What follows belongs to an exercise in optimizing a design on an open flow for a short achievable clock period and few clock cycles; a production flow would make more cautious choices.
The RTL was checked by simulation tests, not by an equivalence proof against the original design.
No activity file was given, so power comes from the tool's default toggle rates.

===== flow/constraint.sdc =====
create_clock -name core_clock -period 6.0 [get_ports {clk}]
set_input_delay 1.2000 -clock core_clock [delete_from_list [all_inputs] [get_ports {clk}]]
set_output_delay 1.2000 -clock core_clock [all_outputs]
set_load 0.01 [all_outputs]

===== flow/config.mk =====
export PLATFORM = sky130hd
export DESIGN_NAME = round_robin_thread_scheduler_unit
export DESIGN_NICKNAME = round_robin_thread_scheduler_unit
export VERILOG_FILES = /design/flow/design.v
export SDC_FILE = /design/flow/constraint.sdc
export NUM_CORES = 4
export LEC_CHECK = 0
export ABC_CLOCK_PERIOD_IN_PS = 1800
export CAP_MARGIN = 20
export CORE_MARGIN = 2
export CORE_UTILIZATION = 62
export CTS_CLUSTER_DIAMETER = 80
export CTS_CLUSTER_SIZE = 24
export PLACE_DENSITY = 0.72
export SETUP_SLACK_MARGIN = 3.7
export SLEW_MARGIN = 20

===== flow/run.sh =====
#!/bin/bash
# synth_recipe.tcl (not shown) runs the flow's synth.tcl, then flattens the netlist and writes it again
# the make line also repeats each setting of config.mk as NAME=value (left out here)
make -C /OpenROAD-flow-scripts/flow DESIGN_CONFIG=/design/flow/config.mk WORK_HOME=/design/flow/orfs CLKGATE_MAP_FILE= SYNTH_SCRIPT=/design/flow/synth_recipe.tcl finish

===== flow/design.v =====
package rrts_pkg;
  localparam int ThreadsDef   = 16;
  localparam int CountBitsDef = 32;
  localparam int ReqW    = 3;
  localparam int TidW    = 4;
  localparam int StatusW = 3;
  localparam int OutCntW = 32;
  typedef logic [ReqW-1:0]    req_t;
  typedef logic [StatusW-1:0] status_t;
  typedef logic [1:0]         mode_t;
  localparam req_t REQ_TICK   = 3'd0;
  localparam req_t REQ_SPAWN  = 3'd1;
  localparam req_t REQ_TERM   = 3'd2;
  localparam req_t REQ_BLOCK  = 3'd3;
  localparam req_t REQ_RESUME = 3'd4;
  localparam req_t REQ_QUERY  = 3'd5;
  localparam status_t ST_OK      = 3'd0;
  localparam status_t ST_INVALID = 3'd1;
  localparam status_t ST_FULL    = 3'd2;
  localparam status_t ST_MAIN    = 3'd3;
  localparam status_t ST_HALT    = 3'd4;
  localparam mode_t MODE_RUN     = 2'd0;
  localparam mode_t MODE_BLOCKED = 2'd1;
  localparam mode_t MODE_READY   = 2'd2;
endpackage
module round_robin_thread_scheduler_unit #(
  parameter int THREADS    = rrts_pkg::ThreadsDef,
  parameter int COUNT_BITS = rrts_pkg::CountBitsDef
) (
  input  logic                         clk,
  input  logic                         rst_n,
  input  logic                         in_valid,
  output logic                         in_stall,
  input  logic [rrts_pkg::ReqW-1:0]    in_req_type,
  input  logic [rrts_pkg::TidW-1:0]    in_thread_id,
  output logic                         out_valid,
  input  logic                         out_stall,
  output logic [rrts_pkg::StatusW-1:0] out_status,
  output logic [rrts_pkg::TidW-1:0]    out_new_id,
  output logic [rrts_pkg::TidW-1:0]    out_running_id,
  output logic [rrts_pkg::OutCntW-1:0] out_thread_quantums,
  output logic [rrts_pkg::OutCntW-1:0] out_total_quantums
);
  localparam int IdW  = rrts_pkg::TidW;
  localparam int OutW = rrts_pkg::OutCntW;
  localparam int ResW = rrts_pkg::StatusW + 2 * IdW + 2 * OutW;
  localparam int QD   = 3;   
  function automatic logic [OutW-1:0] clip_out(input logic [COUNT_BITS-1:0] v);
    logic [COUNT_BITS-1:0] hi;
    hi = v >> OutW;
    if (hi != '0) clip_out = '1;
    else clip_out = OutW'(v);
  endfunction
  localparam int CW = (COUNT_BITS % 8 == 0) ? 8 : COUNT_BITS;
  localparam int NC = COUNT_BITS / CW;
  function automatic logic [NC+COUNT_BITS-1:0] step(input logic [COUNT_BITS-1:0] v,
                                                    input logic [NC-1:0] f,
                                                    input logic go);
    logic [COUNT_BITS-1:0] nv;
    logic [NC-1:0]         nf;
    logic                  cin;
    cin = go & ~(&f);
    for (int k = 0; k < NC; k++) begin
      for (int j = 0; j < CW; j++) begin
        logic low1;
        low1 = 1'b1;
        for (int m = 0; m < j; m++) low1 = low1 & v[k * CW + m];
        nv[k * CW + j] = v[k * CW + j] ^ (cin & low1);
      end
      if (cin) nf[k] = (v[k * CW +: CW] == {{(CW - 1){1'b1}}, 1'b0});
      else nf[k] = (v[k * CW +: CW] == '1);
      cin = cin & f[k];
    end
    step = {nf, nv};
  endfunction
  function automatic logic [IdW-1:0] enc(input logic [THREADS-1:0] oh);
    enc = '0;
    for (int i = 0; i < THREADS; i++) begin
      if (oh[i]) enc = enc | IdW'(i);
    end
  endfunction
  logic                accept;
  logic                in_stall_r;
  logic                a_v, a_tick, a_spawn, a_term, a_block, a_resume, a_query;
  logic [COUNT_BITS-1:0] a_cnt;
  logic                  a_qinc, a_qrst;
  logic                a_t0, a_clr;
  logic [THREADS-1:0]  a_toh;
  assign accept = rst_n && in_valid && !in_stall_r;
  always_ff @(posedge clk) begin
    a_v      <= accept;
    a_tick   <= accept && (in_req_type == rrts_pkg::REQ_TICK);
    a_spawn  <= accept && (in_req_type == rrts_pkg::REQ_SPAWN);
    a_term   <= accept && (in_req_type == rrts_pkg::REQ_TERM);
    a_block  <= accept && (in_req_type == rrts_pkg::REQ_BLOCK);
    a_resume <= accept && (in_req_type == rrts_pkg::REQ_RESUME);
    a_query  <= accept && (in_req_type == rrts_pkg::REQ_QUERY);
    a_t0     <= (in_thread_id == '0);
    for (int i = 0; i < THREADS; i++) a_toh[i] <= (int'(in_thread_id) == i);
    a_clr    <= !rst_n || (accept && (in_req_type == rrts_pkg::REQ_TERM) && (in_thread_id == '0));
  end
  logic [THREADS-1:0]    used_r, ready_r, blk_r, cur_r;
  logic [THREADS-1:0]    used_n, ready_n, blk_n, cur_n;
  logic [THREADS-1:0]    older_r [THREADS];
  logic [THREADS-1:0]    older_n [THREADS];
  logic [COUNT_BITS-1:0] cnt_r [THREADS];
  logic [COUNT_BITS-1:0] cnt_n [THREADS];
  logic [NC-1:0]         cf_r [THREADS];
  logic [NC-1:0]         cf_n [THREADS];
  logic [COUNT_BITS-1:0] total_r, total_n, total_p1_r;
  logic [NC-1:0]         tf_r;
  logic [IdW-1:0]        cur_id_r;
  logic                  any_ready, full;
  logic [THREADS-1:0]    head, lf, enq, go;
  logic                  t_used, t_cur;
  logic                  term_nz, block_nz, tb_nz, disp;
  rrts_pkg::status_t     b_status;
  always_comb begin
    any_ready = |ready_r;
    full      = &used_r;
    for (int i = 0; i < THREADS; i++) begin
      logic blocked_by;
      blocked_by = 1'b0;
      for (int j = 0; j < THREADS; j++) begin
        if (j < i) blocked_by = blocked_by | (ready_r[j] & older_r[j][i]);
        else if (j > i) blocked_by = blocked_by | (ready_r[j] & ~older_r[i][j]);
      end
      head[i] = ready_r[i] & ~blocked_by;
    end
    for (int i = 0; i < THREADS; i++) begin
      lf[i] = ~used_r[i];
      for (int j = 0; j < i; j++) lf[i] = lf[i] & used_r[j];
    end
    t_used = |(a_toh & used_r);
    t_cur  = |(a_toh & cur_r);
    term_nz  = a_term & ~a_t0;
    block_nz = a_block & ~a_t0;
    tb_nz    = term_nz | block_nz;
    disp     = a_tick | (tb_nz & t_cur);
    for (int i = 0; i < THREADS; i++) begin
      go[i]  = head[i] & disp;
      enq[i] = (a_tick & any_ready & cur_r[i])
             | (a_spawn & lf[i])
             | (a_resume & a_toh[i] & blk_r[i]);
      if (cur_r[i]) cur_n[i] = ~(any_ready & (a_tick | (tb_nz & a_toh[i])));
      else cur_n[i] = go[i];
      ready_n[i] = (ready_r[i] & ~go[i] & ~(tb_nz & a_toh[i])) | enq[i];
      blk_n[i]   = (blk_r[i] & ~((term_nz | a_resume) & a_toh[i]))
                 | (block_nz & a_toh[i] & used_r[i]);
      used_n[i]  = (used_r[i] & ~(term_nz & a_toh[i])) | (a_spawn & lf[i]);
      if ((term_nz & a_toh[i] & used_r[i]) | (a_spawn & lf[i])) begin
        cnt_n[i] = '0;
        cf_n[i]  = '0;
      end else if (a_tick & cur_r[i]) begin
        {cf_n[i], cnt_n[i]} = step(cnt_r[i], cf_r[i], 1'b1);
      end else begin
        cnt_n[i] = cnt_r[i];
        cf_n[i]  = cf_r[i];
      end
    end
    for (int x = 0; x < THREADS; x++) begin
      older_n[x] = older_r[x];
      for (int y = x + 1; y < THREADS; y++) begin
        if (enq[x]) older_n[x][y] = 1'b0;
        else if (enq[y]) older_n[x][y] = 1'b1;
      end
    end
    total_n = a_tick ? total_p1_r : total_r;
    b_status = rrts_pkg::ST_OK;
    if (a_spawn & full) b_status = rrts_pkg::ST_FULL;
    if ((a_term | a_block | a_resume | a_query) & ~t_used) b_status = rrts_pkg::ST_INVALID;
    if (a_term & a_t0) b_status = rrts_pkg::ST_HALT;
    if (a_block & a_t0) b_status = rrts_pkg::ST_MAIN;
  end
  always_ff @(posedge clk) begin
    if (a_clr) begin
      used_r  <= THREADS'(1);
      ready_r <= '0;
      blk_r   <= '0;
      cur_r   <= THREADS'(1);
      total_r <= COUNT_BITS'(1);
      total_p1_r <= COUNT_BITS'(2);
      for (int i = 0; i < THREADS; i++) cnt_r[i] <= (i == 0) ? COUNT_BITS'(1) : '0;
      for (int i = 0; i < THREADS; i++) cf_r[i] <= '0;
      tf_r    <= '0;
    end else begin
      used_r  <= used_n;
      ready_r <= ready_n;
      blk_r   <= blk_n;
      cur_r   <= cur_n;
      total_r <= total_n;
      if (a_tick) {tf_r, total_p1_r} <= step(total_p1_r, tf_r, 1'b1);
      for (int i = 0; i < THREADS; i++) cnt_r[i] <= cnt_n[i];
      for (int i = 0; i < THREADS; i++) cf_r[i] <= cf_n[i];
    end
  end
  always_ff @(posedge clk) begin
    for (int i = 0; i < THREADS; i++) older_r[i] <= older_n[i];
  end
  always_ff @(posedge clk) begin
    a_cnt  <= '0;
    a_qinc <= 1'b0;
    for (int i = 0; i < THREADS; i++) begin
      if (int'(in_thread_id) == i) begin
        a_cnt  <= cnt_r[i];
        a_qinc <= a_tick & cur_r[i];
      end
    end
    a_qrst <= a_clr;
  end
  logic [NC-1:0]         q_f, q_fn;
  logic [COUNT_BITS-1:0] q_cnt, q_inc;
  always_comb begin
    for (int k = 0; k < NC; k++) q_f[k] = &a_cnt[k * CW +: CW];
    {q_fn, q_inc} = step(a_cnt, q_f, 1'b1);
    if (a_qrst) q_cnt = COUNT_BITS'(1);
    else if (a_qinc) q_cnt = q_inc;
    else q_cnt = a_cnt;
  end
  logic                  c_v;
  logic [ResW-1:0]       c_res;
  logic [IdW-1:0]        run_n;
  assign c_v = a_v;
  always_comb begin
    run_n = (any_ready & disp) ? enc(head) : cur_id_r;
    c_res = {b_status,
             (a_spawn & ~full) ? enc(lf) : IdW'(0),
             a_clr ? IdW'(0) : run_n,
             (a_query & t_used) ? clip_out(q_cnt) : OutW'(0),
             a_clr ? OutW'(1) : clip_out(total_n)};
  end
  always_ff @(posedge clk) begin
    if (a_clr) cur_id_r <= '0;
    else cur_id_r <= run_n;
  end
  logic [ResW-1:0] q_mem [QD];
  logic [QD-1:0]   q_rp, q_wp;
  logic [QD-1:0]   q_th, q_th_n;
  logic [QD-1:0]   occ_th, occ_th_n;
  logic            o_v;
  logic [ResW-1:0] o_res;
  logic            deliver, q_up, q_dn, occ_up, occ_dn;
  logic [ResW-1:0] m0, m1, m_sel;
  logic            sel_c;
  assign deliver = o_v && !out_stall;
  assign q_up    = c_v && !deliver;
  assign q_dn    = deliver && !c_v;
  assign occ_up  = accept && !deliver;
  assign occ_dn  = deliver && !accept;
  always_comb begin
    for (int k = 0; k < QD; k++) begin
      if (q_up) q_th_n[k] = (k == 0) ? 1'b1 : q_th[k - 1];
      else if (q_dn) q_th_n[k] = (k == QD - 1) ? 1'b0 : q_th[k + 1];
      else q_th_n[k] = q_th[k];
      if (occ_up) occ_th_n[k] = (k == 0) ? 1'b1 : occ_th[k - 1];
      else if (occ_dn) occ_th_n[k] = (k == QD - 1) ? 1'b0 : occ_th[k + 1];
      else occ_th_n[k] = occ_th[k];
    end
    m0 = '0;
    m1 = '0;
    for (int k = 0; k < QD; k++) begin
      if (q_rp[k]) m0 = m0 | q_mem[k];
      if (q_rp[(k + QD - 1) % QD]) m1 = m1 | q_mem[k];
    end
    sel_c = out_stall ? !q_th[0] : !q_th[1];
    m_sel = out_stall ? m0 : m1;
  end
  always_ff @(posedge clk) begin
    if (!rst_n) begin
      o_v        <= 1'b0;
      q_th       <= '0;
      q_rp       <= QD'(1);
      q_wp       <= QD'(1);
      occ_th     <= '0;
      in_stall_r <= 1'b1;
    end else begin
      o_v        <= c_v || (deliver ? q_th[1] : q_th[0]);
      q_th       <= q_th_n;
      if (deliver) q_rp <= {q_rp[QD-2:0], q_rp[QD-1]};
      if (c_v) q_wp <= {q_wp[QD-2:0], q_wp[QD-1]};
      occ_th     <= occ_th_n;
      in_stall_r <= occ_th_n[QD-1];
    end
  end
  always_ff @(posedge clk) begin
    for (int k = 0; k < QD; k++) begin
      if (c_v && q_wp[k]) q_mem[k] <= c_res;
    end
    o_res <= sel_c ? c_res : m_sel;
  end
  assign in_stall = in_stall_r;
  assign out_valid = o_v;
  assign {out_status, out_new_id, out_running_id, out_thread_quantums, out_total_quantums} = o_res;
endmodule

==> reports/metrics.yaml <==
outcome:
  status: "timing/DRC/antenna clean"
yosys:
  synth-seq-area-share: 0.4754
  syn_nets: 6117
  async_flop_share: 0
  avgSynthCellArea_sq_um: 9.270
  synthCells: 5980
  synth_area_sq_um: 55440
  yosys_warnings: 8
  synth_edf_count: 225
  yosys_most_used_dff: "dfxtp_1"
  synth-seq-cells: 1204
  yosys.cell_types.count: 83
routing:
  dr_total_vias: 47480
  avgViaCountPerCell: 6.610
  wl_per_cell_um: 25.83
  drc_errors: 0
  first_pass_iters: 27
  wirelength_mm: 185.5
  antenna_left: 0
  drtIter0Drc: 6690
sta:
  holdWs_ns: 0.4605
  slew_headroom: 0.2461
  fmax_mhz: 402.3
  finalSetupTns_ns: 0
  final_max_slew_viol_count: 0
  fin_crit_sh: 0.4143
  min_period_ns: 2.486
  rsz0062_at_grt: "true"
  tightest_slew_ns: 1.131
  timing.clock.skew_ns: 0.03811
  setup_violations: 0
  finalHoldViolCount: 0
global_route:
  grt_start_max_net_pins: 86
  antenna_found_initial: 1
  grt-ovfl-total: 0
  grtUsageTotal: 0.3878
  grt_pass1_vias: 42500
  grt_pass1_wl_mm: 269.6
cells_and_area:
  seqCellArea_sq_um: 26610
  final_area_sq_um: 62620
  final_common_cell: "nor2_1"
  layout.nets: 6117
  mostFrequentLayoutCells: "nor2_1 (884), dfxtp_1 (854), nand2_1 (597)"
  fillers: 6855
  drive_above_1_share: 0.1471
  multiInputGateArea_sq_um: 29110
  syn2layout_area_growth_pct: 12.95
worst_setup_path:
  cp.required_ns: 6.60
  path_max_fanout: 7
  criticalPathCategory: "reg -> reg"
  crit_arrival_ns: 3.09
  startpoint_type: "flop"
  end_kind: "flop"
clock_tree:
  h-tree-depth: 2
  clk_latency_ns: 0.71
  clk_pin_slew_ns: 0.10
  cts_tree: "yes"
  cts_buffers: 59
  clock-sinks: 1204
  cts_buffer_depth: 3
  root_buffer: "clkbuf_16"
pwr:
  p_per_area_nw_per_um2: 221.1
  total_power_mw: 13.85
  power.leakage_nw: 21.99
  ir_worst_vdd_v: 0.0002261
floorplan:
  start_util: 0.6263
  fp.dieW_um: 303.0
  die_h_um: 303.0
  rows: 109
  die_area_sq_um: 91820
  boundaryPins: 88
  coreArea_sq_um: 88510
hold_path:
  hold_class: "reg -> reg"
job:
  max-cap-violations: 0
place:
  routabilityCongestion: 1.069
  portBuffers: 87
  place_hpwl_mm: 126.6
  post_dp_cell_area_sq_um: 56960
==> final timing paths <==
kind                                   to  cells past startpoint        start  slack (ns)
worst max-delay path            o_res[66]                      9  ready_r[15]        3.51
worst min-delay path             blk_r[0]                      2     blk_r[0]        0.46
worst max register to register  o_res[66]                      9  ready_r[15]        3.51
worst min register to register   blk_r[0]                      2     blk_r[0]        0.46
==> per-layer routing <==
layer,up-vias,track usage,wire (um)
met3,612,0.06058,17760
li1,21430,-,-
met2,2625,0.6040,82140
met5,-,0,36
met4,2,0.2088,12760
met1,22810,0.5202,72850
==> logic make-up (layout without fill, tap and decap cells) <==
group | count (synthesis) | after routing | synth area share
AO/OA/AOI/OAI | 1164 | 1164 | 0.1485
buffers and inverters | 448 | 479 | 0.03390
XOR/XNOR | 465 | 465 | 0.07347
other | 0 | 1 | 0
AND/OR/NAND/NOR | 2344 | 2350 | 0.1932
adder cells (fa/ha/maj) | 126 | 126 | 0.02844
multiplexers | 229 | 229 | 0.04706
flip-flops | 1204 | 1204 | 0.4754
==> stage by stage <==
step	std cells	util	setup WS, ns
2_1_floorplan	5980	-	3.354
3_3_place_gp	6919	0.6433	1.747
3_5_place_dp	6920	0.6435	1.652
4_1_cts	7116	0.6912	3.564
5_1_grt	7182	0.7074	3.464
6_report	7183	0.7074	3.514
==> layout make-up <==
cell class	count	share of cell area
clock inverters	13	0.003237
flip-flops and latches	1204	0.4249
diodes	1	0.00003996
inverters	83	0.005975
repair buffers	296	0.05139
repair inverters	2	0.0002598
clock buffers	85	0.02598
well taps	1165	0.02328
multi-input cells	4334	0.4649
==> where the power goes <==
part | internal [mW] | total [mW] | switching, mW
clock | 2.05 | 4.75 | 2.70
combinational | 0.286 | 0.740 | 0.454
sequential | 8.26 | 8.35 | 0.0946
total | 10.6 | 13.8 | 3.25
==> critical path: stages, from the launching register on <==
cell        delay [ns]
dfxtp_4           0.43
clkinvlp_4        0.21
buf_4             0.20
a211oi_1          0.28
nand4_1           0.34
o211ai_1          0.21
buf_4             0.21
nor3_4            0.08
buf_4             0.14
o32ai_2           0.29
==> state kept, by name, summed over array words and instances, names as in the netlist, 4 cells and up <==
signal	count
cnt_r	512
q_mem	225
older_r	120
o_res	75
cf_r	64
a_cnt	32
total_p1_r	32
total_r	32
a_toh	16
blk_r	16
cur_r	16
ready_r	16
used_r	16
cur_id_r	4
tf_r	4
==> Yosys cell counts, types with 13 or more instances <==
cell / number / area (sq um)
and2_1: 51 / 319.1
a21boi_0: 13 / 97.59
o21a_1: 42 / 315.3
xor2_1: 288 / 2522
nor3_1: 47 / 235.2
nand2_1: 617 / 2316
o21ai_0: 124 / 620.6
inv_1: 78 / 292.8
a221o_1: 25 / 250.2
o221ai_1: 22 / 192.7
a22oi_1: 93 / 698.2
dfxtp_1: 979 / 19600
or3_1: 49 / 306.5
o2111ai_1: 28 / 245.2
buf_2: 71 / 355.3
xnor2_1: 177 / 1550
a21oi_1: 355 / 1777
ha_1: 126 / 1577
a22o_1: 29 / 254.0
nor4_1: 78 / 488.0
edfxtp_1: 225 / 6756
and4_1: 35 / 306.5
a32oi_1: 25 / 219.0
nand4_1: 74 / 462.9
nand3_1: 266 / 1331
o22ai_1: 67 / 419.2
a222oi_1: 147 / 1471
and3_1: 28 / 175.2
nor2_1: 896 / 3363
a2111oi_2: 14 / 210.2
clkbuf_1: 258 / 968.4
nor3b_1: 16 / 120.1
buf_1: 19 / 71.32
mux4_2: 16 / 360.4
mux2i_1: 120 / 1201
nand2b_1: 84 / 525.5
a221oi_1: 40 / 350.3
nor2b_1: 59 / 369.1
a211oi_1: 21 / 157.7
o211ai_1: 18 / 135.1
mux2_2: 93 / 1047
a31oi_1: 27 / 168.9
==> timing repair <==
action / in CTS / in global routing
hold endpoints to repair: 0 / 0
setup endpoints to repair: 883 / 687
buffers inserted: 86 / 57
hold buffers: 0 / 0
gates resized for setup: 704 / 175
cloned: 12 / 9
pin swaps: 42 / 52
Testbench counts, summed over its fixed seeds: cycles 6,416.

## port drivers added, routing unchanged
Ports are ideal in the flow. The routed layout listed here was re-timed in OpenROAD.
Step 1 (the two cells are an assumption about what drives the block):
set clk [get_ports {clk}]
set_driving_cell -lib_cell sky130_fd_sc_hd__clkbuf_16 $clk
set_driving_cell -lib_cell sky130_fd_sc_hd__buf_2 [delete_from_list [all_inputs] $clk]
Step 2, shift: input delay + t, output delay - t, t = (earliest + latest rising clock arrival at the registers) / 2. This alone moves slack from input paths to output paths.
Three values: ideal ports, drivers, drivers and shift; two values: the first two.
shift t [ns]: 0.770
slack for setup (ns): 3.514 / 3.406 / 2.636
hold WS [ns]: 0.460 / 0.460 / 0.460
latest minus earliest clock arrival (ns): 0.039 / 0.038
worst slew at a driven data input, ns: 0.36
After both steps this run still meets setup and hold. For this run, drivers alone change the setup slack by -0.108 ns; drivers and shift together by -0.878 ns.
